Source: an optimization exercise on an open RTL-to-GDS flow (aim: small area and few clock cycles per item). Production flows keep margins and buffers that such runs may drop.
In this exercise RTL edits were held to simulation tests only and were not proved equivalent to the original.

## flow/design.v (module list and top-level ports; edited modules follow where they fit)
// module fp_round_rne: 40 lines
// module fp_mul_pipe: 1048 lines
// module fp_mul_fa: 5 lines
// module fp_mul_ha: 4 lines
// module fp_mul_add: 235 lines
module fp_mul_pipe #(
  parameter int EXP_W = 8,
  parameter int MAN_W = 23,
  parameter int TAG_W = 4
) (
  input  logic                           clk,
  input  logic                           rst_n,
  input  logic                           in_valid,
  output logic                           in_ready,
  input  logic [EXP_W+MAN_W:0]           in_a,
  input  logic [EXP_W+MAN_W:0]           in_b,
  input  logic [TAG_W-1:0]               in_tag,
  output logic                           out_valid,
  input  logic                           out_ready,
  output logic [EXP_W+MAN_W:0]           out_y,
  output logic [TAG_W-1:0]               out_tag,
  output logic [3:0]                     out_flags
);
  // ...
==> flow/run.sh <==
#!/bin/bash
# synth_recipe.tcl (not shown) runs the flow's synth.tcl, then flattens the netlist and writes it again
# the make line also repeats each setting of config.mk as NAME=value (left out here)
make -C /OpenROAD-flow-scripts/flow DESIGN_CONFIG=/design/flow/config.mk WORK_HOME=/design/flow/orfs CLKGATE_MAP_FILE= SYNTH_SCRIPT=/design/flow/synth_recipe.tcl finish
==> flow/config.mk <==
export PLATFORM = sky130hd
export DESIGN_NAME = fp_mul_pipe
export DESIGN_NICKNAME = fp_mul_pipe
export VERILOG_FILES = /design/flow/design.v
export SDC_FILE = /design/flow/constraint.sdc
export NUM_CORES = 4
export LEC_CHECK = 0
export ABC_AREA = 1
export CAP_MARGIN = 20
export CORE_MARGIN = 2
export CORE_UTILIZATION = 30
export SLEW_MARGIN = 20
export SYNTH_HIERARCHICAL = 1
==> flow/constraint.sdc <==
create_clock -name core_clock -period 7.5 [get_ports {clk}]
set_input_delay 1.5000 -clock core_clock [delete_from_list [all_inputs] [get_ports {clk}]]
set_output_delay 1.5000 -clock core_clock [all_outputs]
set_load 0.01 [all_outputs]
==> results.sh, run 1 <==
export IMPL_status="finished clean"
export IMPL_holdBufCountCts=0
export IMPL_cts_htree_levels=2
export IMPL_final_cells=2731
export IMPL_fmax_ghz=0.136
export IMPL_grt_use_met3_pct=3.19
export IMPL_dr_wl_met3_um=4630
export IMPL_r2r_cells=2
export IMPL_clock_tree_area_fraction_pct=0.899
export IMPL_nFlopsAndLatches=45
export IMPL_critical_path_cell_count=26
export IMPL_tns_ps=0
export IMPL_hpwl_um=44400
export IMPL_numPortBuffers=113
export IMPL_wl_met2_um=26000
export IMPL_post_cts_buffers=0
export IMPL_multi_input_cells=1490
export IMPL_crit_family="adder cells"
export IMPL_path_clk_slew_ps=80
export IMPL_hold_slack_ps=894
export IMPL_slew_viol_final=0
export IMPL_multi_input_area_um2=13800
export IMPL_fin_ws_ps=174
export IMPL_start_kind="input port"
export IMPL_tapCellCount=704
Testbench counts, summed over its fixed seeds: cycles 24,008, items 24,000.
==> run 2: changes to the inputs <==
--- a/flow/config.mk
+++ b/flow/config.mk
@@ -9,5 +9,6 @@
 export CAP_MARGIN = 20
 export CORE_MARGIN = 2
-export CORE_UTILIZATION = 30
+export CORE_UTILIZATION = 40
+export GPL_TIMING_DRIVEN = 0
 export SLEW_MARGIN = 20
 export SYNTH_HIERARCHICAL = 1
==> run 2 against run 1 <==
  * Critical endpoint is now st_q
  * Critical path type unchanged
  * Register-to-register slack better by 90 ps
  * Final cell count decreased by 4.3%
  * Still clean
  * Clock skew decreased by 5.5 ps
==> results.sh, run 2 <==
export IMPL_ys_warn_count=7
export IMPL_final_nets=2531
export IMPL_syn_area_um2=16500
export IMPL_fin_area_um2=20400
export IMPL_nFillCells=3867
export IMPL_vias=15000
export IMPL_final_setup_viol_count=0
export IMPL_layout_commonest_cell="xor2_1"
export IMPL_path_clk_slew_ps=70
export IMPL_critPathMostFrequentCell="fa_1"
export IMPL_viasPerCell=5.72
export IMPL_routed_wirelength_um=61800
export IMPL_drive_gt1_share_pct=19.9
export IMPL_core_um2=40800
export IMPL_cts_htree_levels=2
export IMPL_cap_viol_max_count=0
export IMPL_die_y_um=207
export IMPL_crit_path_top_delay_cell="fa_1"
export IMPL_hold_violations=0
export IMPL_dr_pass1_iters=5
export IMPL_hold_slack_ps=782
export IMPL_wl_per_cell_um=23.6
export IMPL_arrival_ps=7330
export IMPL_drc=0
export IMPL_worstHoldPathType="reg -> reg"
export IMPL_fin_ws_ps=132
export IMPL_slew_limit_headroom_pct=38.8
export IMPL_rows=74
export IMPL_areaGrowthSynthToFinish_pct=23.1
export IMPL_cpPeakStageDelay_ps=560
export IMPL_holdBufCountCts=0
export IMPL_fin_skew_ps=7.15
export IMPL_placed_cell_area_um2=18400
export IMPL_insertion_delay_ps=300
export IMPL_regMostFlops="lo_q"
export IMPL_syn_inst=1895
export IMPL_min_period_ps=7370
export IMPL_final_cell_mix="xor2_1, fa_1, o22ai_1"
export IMPL_drtIter0Drc=1154
export IMPL_die_area_um2=43000
export IMPL_grt_max_degree=35
export IMPL_largest_reg_flops=26
export IMPL_grt_pass1_vias=15400
export IMPL_clkSinkCount=45
export IMPL_grt_pass1_wl_um=92300
export IMPL_antenna_cells=0
export IMPL_cp_cell_sequence="clkdlybuf4s50_1, inv_2, buf_6, o22ai_2, xor2_1, fa_1, fa_2, fa_1, fa_1, ha_4, nand2_4, nor2_4, inv_1, nor2_1, nand2_1, nand2_4, inv_2, fa_1, inv_1, nor4_4, nand2_2, nor4_4, nand3_2"
export IMPL_reg_top3="lo_q (26), es_q (9), tag_q (4)"
export IMPL_cts_buffers=5
export IMPL_initial_utilization_pct=40.5
export IMPL_worstPathRequired_ps=7460
export IMPL_path_class="in -> reg"
export IMPL_start_kind="input port"
export IMPL_hpwl_um=49700
export IMPL_multi_input_area_um2=14500
export IMPL_final_antenna_net_count=0
export IMPL_dieWidth_um=207
export IMPL_pre_cts_ws_ps=-1650
export IMPL_ios=114
export IMPL_cts_root_buf="clkbuf_16"
export IMPL_end_kind="flip-flop"
export IMPL_tightest_slew_ps=918
export IMPL_syn_avg_cell_area_um2=8.73
export IMPL_finalCritPeriodShare_pct=98.2
export IMPL_grt_util_all_layers_pct=28.0
export IMPL_status="finished clean"
export IMPL_cts_tree="built"
export IMPL_place_gp_congestion=1.01
export IMPL_slew_viol_final=0
export IMPL_grt_ovfl_total=0
export IMPL_antenna_found_initial=1
export IMPL_numPortBuffers=113
export IMPL_crit_fanout=10
export IMPL_max_clock_path_buffers=2
export IMPL_fmax_ghz=0.136
export IMPL_seq_area_um2=1350
[run 2: cell count changes in the layout (fill, tap and decap cells not counted), moves of 19 or more]
cell | before | now
buf_4 | 122 | 90
fa_1 | 279 | 248
fa_2 | 4 | 35
buf_6 | 1 | 31
clkdlybuf4s50_1 | 105 | 76
o22ai_1 | 263 | 237
dlymetal6s2s_1 | 0 | 25
o22ai_2 | 0 | 24
nand2_1 | 221 | 198
clkbuf_2 | 0 | 19
[run 2: path summary, 6_finish.rpt]
path	start	end	slack [ps]	depth (start not counted)
max	in_a[7]	st_q	130	23
min	v_q	v_q	780	2
max reg2reg	v_q	es_q[5]	6200	2
min reg2reg	v_q	v_q	780	2
max in group asynchronous	rst_n	v_q	6070	1
min in group asynchronous	rst_n	v_q	1330	1
[run 2: timing repair]
item,4_1_cts,5_1_grt
gates cloned,0,1
endpoints found under the setup margin,25,16
buffers inserted,22,42
pin swaps,46,52
gates resized for setup,228,306
[run 2: critical path, delay by kind of cell]
family	cells	cell delay, ps
compound gates	1	110
xor+xnor	1	180
fa+ha+maj	6	2720
simple gates	9	1640
buf+inv	6	1140
[run 2: routing by layer]
| metal | global-route usage, % | routed length [µm] | up-vias |
|---|---|---|---|
| met4 | 10.6 | 2720 | 0 |
| met2 | 45.9 | 28700 | 739 |
| met1 | 37.6 | 25600 | 7454 |
| li1 | - | - | 6619 |
| met3 | 3.86 | 4730 | 153 |
| met5 | 0 | 0 | - |
[run 2: cell type report]
type                    instances  area share (%)
repair buffers                179            8.24
plain buffers                 133            5.45
flip-flops and latches         45            6.61
multi-input cells            1489            71.0
inverters                     228            4.55
well taps                     532            3.27
clock inverters                 3           0.234
clock buffers                   5           0.615
[run 2: stage by stage]
step	utilization (%)	cells	setup TNS, ps
floorplan	-	1896	0
global placement	44.9	2541	-21160
detailed placement	45.0	2542	-22130
CTS	47.3	2571	-22.6
global route	49.9	2614	-20.4
finish	49.9	2614	0
==> run 3: changes to the inputs <==
--- a/flow/config.mk
+++ b/flow/config.mk
@@ -10,5 +10,4 @@
 export CORE_MARGIN = 2
 export CORE_UTILIZATION = 40
-export GPL_TIMING_DRIVEN = 0
 export SLEW_MARGIN = 20
 export SYNTH_HIERARCHICAL = 1
==> run 3 against run 2 <==
  * Design area shrank 4.3%
  * Routed wire length decreased by 13%
  * Global-route usage fell by 3.0 points
  * Via count is 4.2% lower
  * Non-clock buffer count down 36
  * Clock skew rose by 2.9 ps
  * Highest routed layer unchanged
==> results.sh, run 3 <==
export IMPL_status="finished clean"
export IMPL_areaGrowthSynthToFinish_pct=17.8
export IMPL_worstHoldPathType="reg -> reg"
export IMPL_arrival_ps=7220
export IMPL_drc=0
export IMPL_hold_violations=0
export IMPL_initial_utilization_pct=40.5
export IMPL_crit_buf_inv=6
export IMPL_syn_area_um2=16500
export IMPL_worstPathRequired_ps=7500
export IMPL_wl_per_cell_um=20.9
export IMPL_fin_skew_ps=10.1
export IMPL_cts_root_buf="clkbuf_16"
export IMPL_cts_tree="built"
export IMPL_hpwl_um=43200
export IMPL_ys_warn_count=7
export IMPL_path_clk_slew_ps=70
export IMPL_cp_cell_sequence="clkdlybuf4s50_1, clkinv_1, nand2_1, buf_4, o22ai_1, xor2_1, ha_1, fa_1, fa_1, fa_1, ha_1, nand2_1, inv_1, nand3_1, nor2_1, nor2_1, fa_1, inv_1, nor4_1, buf_4, nand2_1, nor4_1, nand3_1"
export IMPL_syn_inst=1895
export IMPL_crit_fanout=11
export IMPL_dieWidth_um=207
export IMPL_cpPeakStageDelay_ps=550
export IMPL_cts_buffers=5
export IMPL_tightest_slew_ps=941
export IMPL_final_nets=2495
export IMPL_dr_pass1_iters=5
export IMPL_rsz0062_at_grt="false"
export IMPL_viasPerCell=5.56
export IMPL_final_antenna_net_count=0
export IMPL_finalCritPeriodShare_pct=96.2
export IMPL_slew_limit_headroom_pct=36.7
export IMPL_place_gp_congestion=0.914
export IMPL_path_class="in -> reg"
export IMPL_fin_area_um2=19500
export IMPL_grt_ovfl_total=0
export IMPL_vias=14300
export IMPL_final_setup_viol_count=0
export IMPL_regMostFlops="lo_q"
export IMPL_antenna_found_initial=0
export IMPL_antenna_cells=0
export IMPL_die_y_um=207
export IMPL_nFillCells=3915
export IMPL_crit_family="adder cells"
export IMPL_ios=114
export IMPL_placed_cell_area_um2=19200
export IMPL_final_cell_mix="xor2_1, fa_1, o22ai_1"
export IMPL_grt_max_degree=46
export IMPL_start_kind="input port"
export IMPL_fmax_ghz=0.139
export IMPL_layout_commonest_cell="xor2_1"
export IMPL_max_clock_path_buffers=2
export IMPL_numPortBuffers=113
export IMPL_routed_wirelength_um=53900
export IMPL_reg_top3="lo_q (26), es_q (9), tag_q (4)"
export IMPL_drive_gt1_share_pct=12.3
export IMPL_crit_path_top_delay_cell="nor4_1"
export IMPL_die_area_um2=43000
export IMPL_grt_pass1_wl_um=85200
export IMPL_core_um2=40800
export IMPL_rows=74
export IMPL_cap_viol_max_count=0
export IMPL_cts_htree_levels=2
export IMPL_grt_pass1_vias=15100
export IMPL_end_kind="flip-flop"
export IMPL_syn_avg_cell_area_um2=8.73
export IMPL_min_period_ps=7210
export IMPL_insertion_delay_ps=300
export IMPL_grt_util_all_layers_pct=25.0
export IMPL_largest_reg_flops=26
export IMPL_drtIter0Drc=1077
export IMPL_critPathMostFrequentCell="fa_1"
export IMPL_hold_slack_ps=876
export IMPL_clkSinkCount=45
export IMPL_slew_viol_final=0
## run 3: worst min-delay path: stages (launching register included)
cell and delay, ps:
dfrtp_1 380, nand2_2 70, buf_4 280, nand2_1 110
## run 3: final cells by class
cell class	instances	area, µm²	share of cell area (%)
Timing Repair Buffer	276	2610	13.4
Multi-Input combinational cell	1489	13800	70.9
Clock inverter	3	68.8	0.353
Tap cell	532	666	3.42
Inverter	228	860	4.41
Clock buffer	5	125	0.642
Sequential cell	45	1350	6.91
## run 3: path summary, 6_finish.rpt
path	depth (start not counted)	slack (ps)	startpoint	endpoint
setup / recovery	23	290	in_b[0]	st_q
hold / removal	3	880	v_q	v_q
setup reg to reg	2	6130	v_q	st_q
hold reg to reg	3	880	v_q	v_q
max in group asynchronous	1	6070	rst_n	v_q
min in group asynchronous	1	1330	rst_n	v_q
## run 3: timing repair
action,4_1_cts,5_1_grt
resized for setup,0,16
setup endpoints to repair,0,4
hold buffers,0,0
buffers inserted,0,1
## run 3: per-stage QoR
step	util (%)	cells	TNS [ps]	setup WS (ps)
after floorplan	-	1896	0	626
after global routing	47.7	2578	0	0.879
final	47.7	2578	0	288
after detailed placement	47.1	2568	-88.7	-42.2
after CTS	47.5	2576	0	259
after global placement	47.1	2568	0	0.132
## run 3: metal layers
layer	vias to the layer above	wire [µm]	part of all wire (%)	GRT usage, %
met3	111	3820	7.1	3.09
met5	-	0	0	0
li1	6540	-	-	-
met1	7018	23300	43	34.3
met2	667	25100	46	41.0
met4	0	1700	3.2	8.37
==> run 4: changes to the inputs <==
--- a/flow/config.mk
+++ b/flow/config.mk
@@ -7,7 +7,7 @@
 export LEC_CHECK = 0
 export ABC_AREA = 1
-export CAP_MARGIN = 20
+export CAP_MARGIN = 0
 export CORE_MARGIN = 2
-export CORE_UTILIZATION = 40
-export SLEW_MARGIN = 20
+export CORE_UTILIZATION = 55
+export SLEW_MARGIN = 0
 export SYNTH_HIERARCHICAL = 1
==> run 4 against run 3 <==
  * Maximum frequency shrank 1.6%
  * Via count is 1.2% higher
  * Still clean
  * Design area grew 1.0%
  * Flip-flop and latch count unchanged
==> results.sh, run 4 <==
export IMPL_fin_skew_ps=6.09
export IMPL_routed_wirelength_um=51300
export IMPL_slew_limit_headroom_pct=38.3
export IMPL_final_cell_mix="xor2_1, fa_1, o22ai_1"
export IMPL_antenna_found_initial=1
export IMPL_ios=114
export IMPL_worstPathRequired_ps=7520
export IMPL_cts_tree="built"
export IMPL_status="finished clean"
export IMPL_grt_pass1_vias=14500
export IMPL_max_clock_path_buffers=2
export IMPL_crit_path_top_delay_cell="fa_1"
export IMPL_worstHoldPathType="reg -> reg"
export IMPL_path_class="in -> reg"
export IMPL_core_um2=29600
export IMPL_die_y_um=177
export IMPL_cap_viol_max_count=0
export IMPL_cts_htree_levels=2
export IMPL_min_period_ps=7330
export IMPL_finalCritPeriodShare_pct=97.7
export IMPL_dieWidth_um=177
export IMPL_end_kind="flip-flop"
export IMPL_path_clk_slew_ps=70
export IMPL_wl_per_cell_um=20.9
export IMPL_tightest_slew_ps=917
export IMPL_dr_pass1_iters=5
export IMPL_drive_gt1_share_pct=15.1
export IMPL_grt_max_degree=47
export IMPL_final_nets=2519
export IMPL_reg_top3="lo_q (26), es_q (9), tag_q (4)"
export IMPL_numPortBuffers=113
export IMPL_antenna_cells=0
export IMPL_largest_reg_flops=26
export IMPL_crit_fanout=7
export IMPL_vias=14500
export IMPL_slew_viol_final=0
export IMPL_regMostFlops="lo_q"
export IMPL_multi_input_area_um2=14000
export IMPL_final_util_pct=66.4
export IMPL_cp_cell_sequence="clkdlybuf4s50_1, clkinvlp_4, o22ai_2, xor2_1, fa_1, fa_1, fa_1, fa_1, fa_1, ha_4, nand2_1, inv_1, nand2_1, nand2_1, a21oi_1, fa_2, xnor2_2, nor4_4, nand2_1, nor4_4, nand3_1"
export IMPL_holdBufCountCts=0
export IMPL_hpwl_um=41500
export IMPL_syn_avg_cell_area_um2=8.73
export IMPL_cts_root_buf="clkbuf_16"
export IMPL_layout_commonest_cell="xor2_1"
export IMPL_clkSinkCount=45
export IMPL_arrival_ps=7350
export IMPL_insertion_delay_ps=290
export IMPL_grt_ovfl_total=0
export IMPL_rows=63
export IMPL_ff2ff_setup_slack_ps=6180
export IMPL_final_setup_viol_count=0
export IMPL_drc=0
export IMPL_initial_utilization_pct=55.8
export IMPL_grt_pass1_wl_um=79800
export IMPL_start_kind="input port"
export IMPL_grt_util_all_layers_pct=32.8
export IMPL_hold_violations=0
export IMPL_nFillCells=2538
export IMPL_syn_area_um2=16500
export IMPL_place_gp_congestion=0.964
export IMPL_ys_warn_count=7
export IMPL_critPathMostFrequentCell="fa_1"
export IMPL_viasPerCell=5.90
export IMPL_cts_buffers=5
export IMPL_seq_area_um2=1350
export IMPL_tns_ps=0
export IMPL_drtIter0Drc=1173
export IMPL_die_area_um2=31500
export IMPL_final_antenna_net_count=0
export IMPL_syn_inst=1895
export IMPL_fmax_ghz=0.136
export IMPL_cpPeakStageDelay_ps=520
export IMPL_areaGrowthSynthToFinish_pct=19.0
[run 4: final timing paths]
path,start,end,depth (start not counted)
min,v_q,v_q,3
min reg2reg,v_q,v_q,3
max in group asynchronous,rst_n,v_q,1
min in group asynchronous,rst_n,v_q,1
max,in_a[18],st_q,21
max reg2reg,v_q,es_q[4],2
[run 4: stage by stage]
| step | std cells | hold slack (ps) | cell area, µm² | setup WS, ps |
|---|---|---|---|---|
| final | 2460 | 844 | 19700 | 172 |
| after global routing | 2460 | 942 | 19700 | -51.2 |
| after CTS | 2452 | 869 | 19300 | 1.01 |
| after detailed placement | 2443 | 853 | 19100 | -1300 |
| after global placement | 2443 | 828 | 19100 | -1180 |
| after floorplan | 1896 | 1200 | 16500 | 626 |
[run 4: metal layers]
layer / routed length [µm] / GRT usage [%]
met1: 21500 / 45.4
met2: 23800 / 53.0
met3: 4570 / 6.17
met4: 1410 / 9.05
met5: 18 / 0
[run 4: final cells by class]
type	count	share of cell area [%]
Clock buffer	5	0.636
Clock inverter	3	0.133
Inverter	228	4.52
Multi-Input combinational cell	1489	71.3
Sequential cell	45	6.84
Tap cell	390	2.48
Timing Repair Buffer	300	14.1
[run 4: worst max-delay path, delay by kind of cell]
family                   cells  cell delay (ps)
XOR/XNOR                     2              400
AND/OR/NAND/NOR              7             1300
adder cells (fa/ha/maj)      7             3060
buffers and inverters        3              790
AO/OA/AOI/OAI                2              290
[run 4: repair_timing]
action | in CTS | in global routing
pin swaps | 3 | 29
setup buffers | 1 | 8
resized for setup | 10 | 85
endpoints found under the setup margin | 1 | 3
==> run 5: changes to the inputs <==
==> flow/flow/run.sh (new file) <==
#!/bin/bash
# Own flow: the standard layout (standard.sh, which runs the standard
# synthesis unchanged and ORFS from floorplan to finish), except that the
# input and output ports are buffered with the smallest buffer cell
# (sky130_fd_sc_hd__buf_1) instead of the cell buffer_ports picks by default.
# Repair may still resize these buffers where timing or slew needs it.
set -euo pipefail
export BUFFER_PORTS_ARGS="-buffer_cell sky130_fd_sc_hd__buf_1"
bash standard.sh finish > standard_flow.log 2>&1
==> flow/standard.sh (new file) <==
#!/bin/bash
# synth_recipe.tcl (not shown) runs the flow's synth.tcl, then flattens the netlist and writes it again
# the make line also repeats each setting of config.mk as NAME=value (left out here)
make -C /OpenROAD-flow-scripts/flow DESIGN_CONFIG=/design/flow/config.mk WORK_HOME=/design/flow/orfs CLKGATE_MAP_FILE= SYNTH_SCRIPT=/design/flow/synth_recipe.tcl "${@:-finish}"
--- a/flow/config.mk
+++ b/flow/config.mk
@@ -7,7 +7,7 @@
 export LEC_CHECK = 0
 export ABC_AREA = 1
-export CAP_MARGIN = 0
+export CAP_MARGIN = 20
 export CORE_MARGIN = 2
-export CORE_UTILIZATION = 55
-export SLEW_MARGIN = 0
+export CORE_UTILIZATION = 40
+export SLEW_MARGIN = 20
 export SYNTH_HIERARCHICAL = 1
removed: flow/run.sh
==> run 5 against run 4 <==
  * Critical path type unchanged
  * First-iteration DRC count up 14%
  * Clock-buffer cell count unchanged
  * Maximum frequency up 0.70%
  * Non-clock buffer count down 89
  * Worst setup slack better by 51 ps
  * Critical endpoint is now lo_q[47]
  * Routed wire length up 1.3%
==> results.sh, run 5 <==
export IMPL_pre_cts_ws_ps=-71.8
export IMPL_insertion_delay_ps=300
export IMPL_drc=0
export IMPL_status="finished clean"
export IMPL_areaGrowthSynthToFinish_pct=9.04
export IMPL_dr_pass1_iters=5
export IMPL_worstPathRequired_ps=7550
export IMPL_max_clock_path_buffers=2
export IMPL_grt_pass1_vias=14300
export IMPL_cts_tree="built"
export IMPL_worstHoldPathType="reg -> reg"
export IMPL_die_y_um=207
export IMPL_grt_max_degree=46
export IMPL_final_util_pct=44.2
export IMPL_cts_buffers=5
export IMPL_fin_skew_ps=9.50
export IMPL_syn_area_um2=16500
export IMPL_grt_util_all_layers_pct=24.0
export IMPL_post_cts_buffers=0
export IMPL_cts_resized=0
export IMPL_final_setup_viol_count=0
export IMPL_arrival_ps=7320
export IMPL_slew_viol_final=0
export IMPL_final_nets=2430
export IMPL_layout_commonest_cell="xor2_1"
export IMPL_hold_violations=0
export IMPL_wl_per_cell_um=20.7
export IMPL_grt_pass1_wl_um=81900
export IMPL_slew_limit_headroom_pct=44.2
export IMPL_min_period_ps=7280
export IMPL_die_area_um2=43000
export IMPL_final_antenna_net_count=0
export IMPL_fin_ws_ps=222
export IMPL_clkSinkCount=45
export IMPL_start_kind="input port"
export IMPL_end_kind="flip-flop"
export IMPL_grt_ovfl_total=0
export IMPL_numPortBuffers=113
export IMPL_final_cell_mix="xor2_1, fa_1, o22ai_1"
export IMPL_fmax_ghz=0.137
export IMPL_placed_cell_area_um2=17800
export IMPL_critPathMostFrequentCell="nand2_1"
export IMPL_initial_utilization_pct=40.5
export IMPL_drive_gt1_share_pct=9.34
export IMPL_largest_reg_flops=26
export IMPL_viasPerCell=5.58
export IMPL_tightest_slew_ps=829
export IMPL_vias=14000
export IMPL_core_um2=40800
export IMPL_syn_avg_cell_area_um2=8.73
export IMPL_place_gp_congestion=0.917
export IMPL_cpPeakStageDelay_ps=520
export IMPL_path_class="in -> reg"
export IMPL_cap_viol_max_count=0
export IMPL_place_inst=2505
export IMPL_crit_family="adder cells"
export IMPL_reg_top3="lo_q (26), es_q (9), tag_q (4)"
export IMPL_path_clk_slew_ps=80
export IMPL_drtIter0Drc=1339
export IMPL_crit_fanout=12
export IMPL_cts_htree_levels=2
export IMPL_holdBufCountCts=0
export IMPL_ys_warn_count=7
export IMPL_rows=74
export IMPL_cts_root_buf="clkbuf_16"
export IMPL_nFillCells=4008
export IMPL_fin_area_um2=18000
export IMPL_hpwl_um=42000
export IMPL_final_cells=2514
export IMPL_crit_buf_inv=3
export IMPL_antenna_found_initial=1
export IMPL_dieWidth_um=207
export IMPL_crit_path_top_delay_cell="fa_1"
export IMPL_finalCritPeriodShare_pct=97.0
export IMPL_rsz0062_at_grt="false"
export IMPL_syn_inst=1895
export IMPL_ios=114
export IMPL_regMostFlops="lo_q"
export IMPL_routed_wirelength_um=52000
run 5: worst register-to-register path, cell delays in order, from the launching register on:
cell	delay, ps
dfrtp_1	400
nand2_2	80
buf_4	460
run 5: worst paths after layout:
path / startpoint / to / slack [ps] / cells past startpoint
worst max-delay path: in_b[9] / lo_q[47] / 220 / 29
worst min-delay path: v_q / v_q / 880 / 3
worst max register to register: v_q / es_q[8] / 6130 / 2
worst min register to register: v_q / v_q / 880 / 3
max in group asynchronous: rst_n / v_q / 6450 / 1
min in group asynchronous: rst_n / v_q / 950 / 1
run 5: final cells by class:
cell class                      count  area (µm²)  area share, %
Inverter                          228         856           4.75
Timing Repair Buffer              211        1220           6.79
Sequential cell                    45        1350           7.47
Antenna cell                        1        2.50         0.0139
Clock inverter                      3        50.0          0.278
Tap cell                          532         666           3.69
Multi-Input combinational cell   1489       13800           76.3
Clock buffer                        5         125          0.694
run 5: layer usage:
layer,global-route usage (%),wire length (µm),vias to the layer above
met4,7.02,1560,0
met5,0,0,-
met2,39.1,24000,652
met1,33.5,22600,6874
met3,3.18,3840,80
li1,-,-,6417
run 5: stage by stage:
| step | setup TNS [ps] | hold WS [ps] |
|---|---|---|
| after floorplan | 0 | 1200 |
| after detailed placement | -126 | 912 |
| final | 0 | 885 |
| after global routing | 0 | 951 |
| after CTS | 0 | 929 |
| after global placement | 0 | 887 |
==> run 6: changes to the inputs <==
--- a/flow/config.mk
+++ b/flow/config.mk
@@ -9,5 +9,5 @@
 export CAP_MARGIN = 20
 export CORE_MARGIN = 2
-export CORE_UTILIZATION = 40
+export CORE_UTILIZATION = 30
 export SLEW_MARGIN = 20
 export SYNTH_HIERARCHICAL = 1
==> run 6 against run 5 <==
  * Worst hold slack about the same
  * Synthesized cell count unchanged
  * Worst setup slack better by 85 ps
  * Final cell count up 6.8%
  * Global-route usage down 5.1 points
  * Die area up 33%
  * Routed wire length up 4.6%
  * Sequential share of layout area down 0.074 points
  * Largest cell class unchanged
==> results.sh, run 6 <==
export IMPL_syn_area_um2=16500
export IMPL_slew_limit_headroom_pct=44.8
export IMPL_cts_root_buf="clkbuf_16"
export IMPL_grt_util_all_layers_pct=18.9
export IMPL_largest_reg_flops=26
export IMPL_status="finished clean"
export IMPL_place_inst=2675
export IMPL_areaGrowthSynthToFinish_pct=10.1
export IMPL_hpwl_um=44100
export IMPL_core_um2=54800
export IMPL_hold_slack_ps=884
export IMPL_drtIter0Drc=1348
export IMPL_layout_commonest_cell="xor2_1"
export IMPL_dieWidth_um=239
export IMPL_path_clk_slew_ps=70
export IMPL_regMostFlops="lo_q"
export IMPL_cts_tree="built"
export IMPL_end_kind="flip-flop"
export IMPL_die_area_um2=57000
export IMPL_ys_warn_count=7
export IMPL_final_antenna_net_count=0
export IMPL_grt_ovfl_total=0
export IMPL_clkSinkCount=45
export IMPL_path_class="in -> reg"
export IMPL_syn_inst=1895
export IMPL_grt_max_degree=46
export IMPL_fmax_ghz=0.139
export IMPL_initial_utilization_pct=30.2
export IMPL_worstHoldPathCells=3
export IMPL_start_kind="input port"
export IMPL_vias=14200
export IMPL_cap_viol_max_count=0
export IMPL_final_cell_mix="xor2_1, fa_1, o22ai_1"
export IMPL_dr_pass1_iters=5
export IMPL_top_layer_used="met5"
export IMPL_cts_resized=0
export IMPL_cts_buffers=5
export IMPL_grt_pass1_vias=14400
export IMPL_worstPathRequired_ps=7560
export IMPL_syn_avg_cell_area_um2=8.73
export IMPL_final_setup_viol_count=0
export IMPL_routed_wirelength_um=54400
export IMPL_final_util_pct=33.3
export IMPL_tightest_slew_ps=828
export IMPL_holdBufCountCts=0
export IMPL_fin_ws_ps=307
export IMPL_slew_viol_final=0
export IMPL_crit_fanout=12
export IMPL_hold_violations=0
export IMPL_post_cts_buffers=0
export IMPL_viasPerCell=5.30
export IMPL_ios=114
export IMPL_fin_skew_ps=6.02
export IMPL_rows=86
export IMPL_wl_per_cell_um=20.3
export IMPL_max_clock_path_buffers=2
export IMPL_tns_ps=0
export IMPL_m1WireLength_um=22900
export IMPL_final_cells=2685
export IMPL_drc=0
export IMPL_pre_cts_ws_ps=20.9
export IMPL_final_nets=2428
export IMPL_grt_pass1_wl_um=84000
export IMPL_die_y_um=239
export IMPL_worstHoldPathType="reg -> reg"
export IMPL_finalCritPeriodShare_pct=95.9
export IMPL_cts_htree_levels=2
export IMPL_reg_top3="lo_q (26), es_q (9), tag_q (4)"
export IMPL_rsz0062_at_grt="false"
export IMPL_fin_area_um2=18200
export IMPL_min_period_ps=7190
export IMPL_placed_cell_area_um2=18000
export IMPL_wl_met2_um=24600
export IMPL_insertion_delay_ps=310
export IMPL_r2r_cells=2
export IMPL_numPortBuffers=113
export IMPL_antenna_found_initial=6
export IMPL_place_gp_congestion=0.929
export IMPL_dr_wl_met3_um=5040
export IMPL_arrival_ps=7250
export IMPL_drive_gt1_share_pct=9.10
-- run 6: layer usage --
metal,up-vias,GRT usage (%)
met1,6978,25.1
met2,722,30.6
met5,-,0
li1,6409,-
met4,6,6.33
met3,121,4.11
-- run 6: layout make-up --
class	instances	area (µm²)
timing repair buffer	209	1200
antenna	2	5.00
clock inverter	3	47.5
tap	704	881
clock buffer	5	125
fill	5645	36600
multi-input combinational	1489	13800
sequential	45	1350
inverter	228	856
-- run 6: worst paths after layout --
path                                from       end  slack, ps
worst max-delay path            in_a[16]  lo_q[47]        310
worst min-delay path                 v_q       v_q        880
worst max register to register       v_q   es_q[7]       6130
worst min register to register       v_q       v_q        880
max in group asynchronous          rst_n       v_q       6460
min in group asynchronous          rst_n       v_q        940
-- run 6: critical path, stage by stage --
cell,delay [ps]
buf_1,200
clkinv_1,460
buf_4,310
o22ai_1,200
xor2_1,200
fa_1,530
fa_1,520
fa_1,400
fa_1,530
fa_1,420
ha_1,350
nand2_1,70
nand2_1,60
nand2_1,50
nand2_1,60
nand2_1,60
nand2_1,110
a21oi_2,180
nand2_4,120
nand2_4,80
nand2_4,50
nand2_2,60
nand2_2,50
nand2_1,60
nand2_1,60
fa_1,370
xor2_1,170

==> what the ideal ports hide <==
In the flow no input, the clock included, has a driving cell. The finished layouts below were timed again as built, in two steps.
Step 1: set_driving_cell puts a clkbuf_16 on clk and a buf_2 on each other input, an assumption about the parent block.
Step 2 moves the port delays by t, midway between the first and last clock arrival at a register: inputs arrive t later, outputs are due t later. That takes back most of the time a late clock gives input paths.
Slacks: ideal ports / drivers / drivers and shift; pairs: ideal ports / drivers.
run	t, ns	setup WS [ns]	worst setup path at the end
run 1	0.341	0.174 / 0.151 / -0.190	input to register
run 2	0.332	0.132 / 0.145 / -0.186	input to register
run 3	0.335	0.288 / 0.302 / -0.033	input to register
run 4	0.332	0.172 / 0.171 / -0.161	input to register
run 5	0.334	0.222 / 0.221 / -0.112	input to register
run 6	0.341	0.307 / 0.315 / -0.026	input to register
With both steps, setup timing fails in every run listed, where it was met with ideal ports. The setup slack of run 1, which loses most, moves by -0.023 ns with the drivers and by -0.364 ns with both steps.
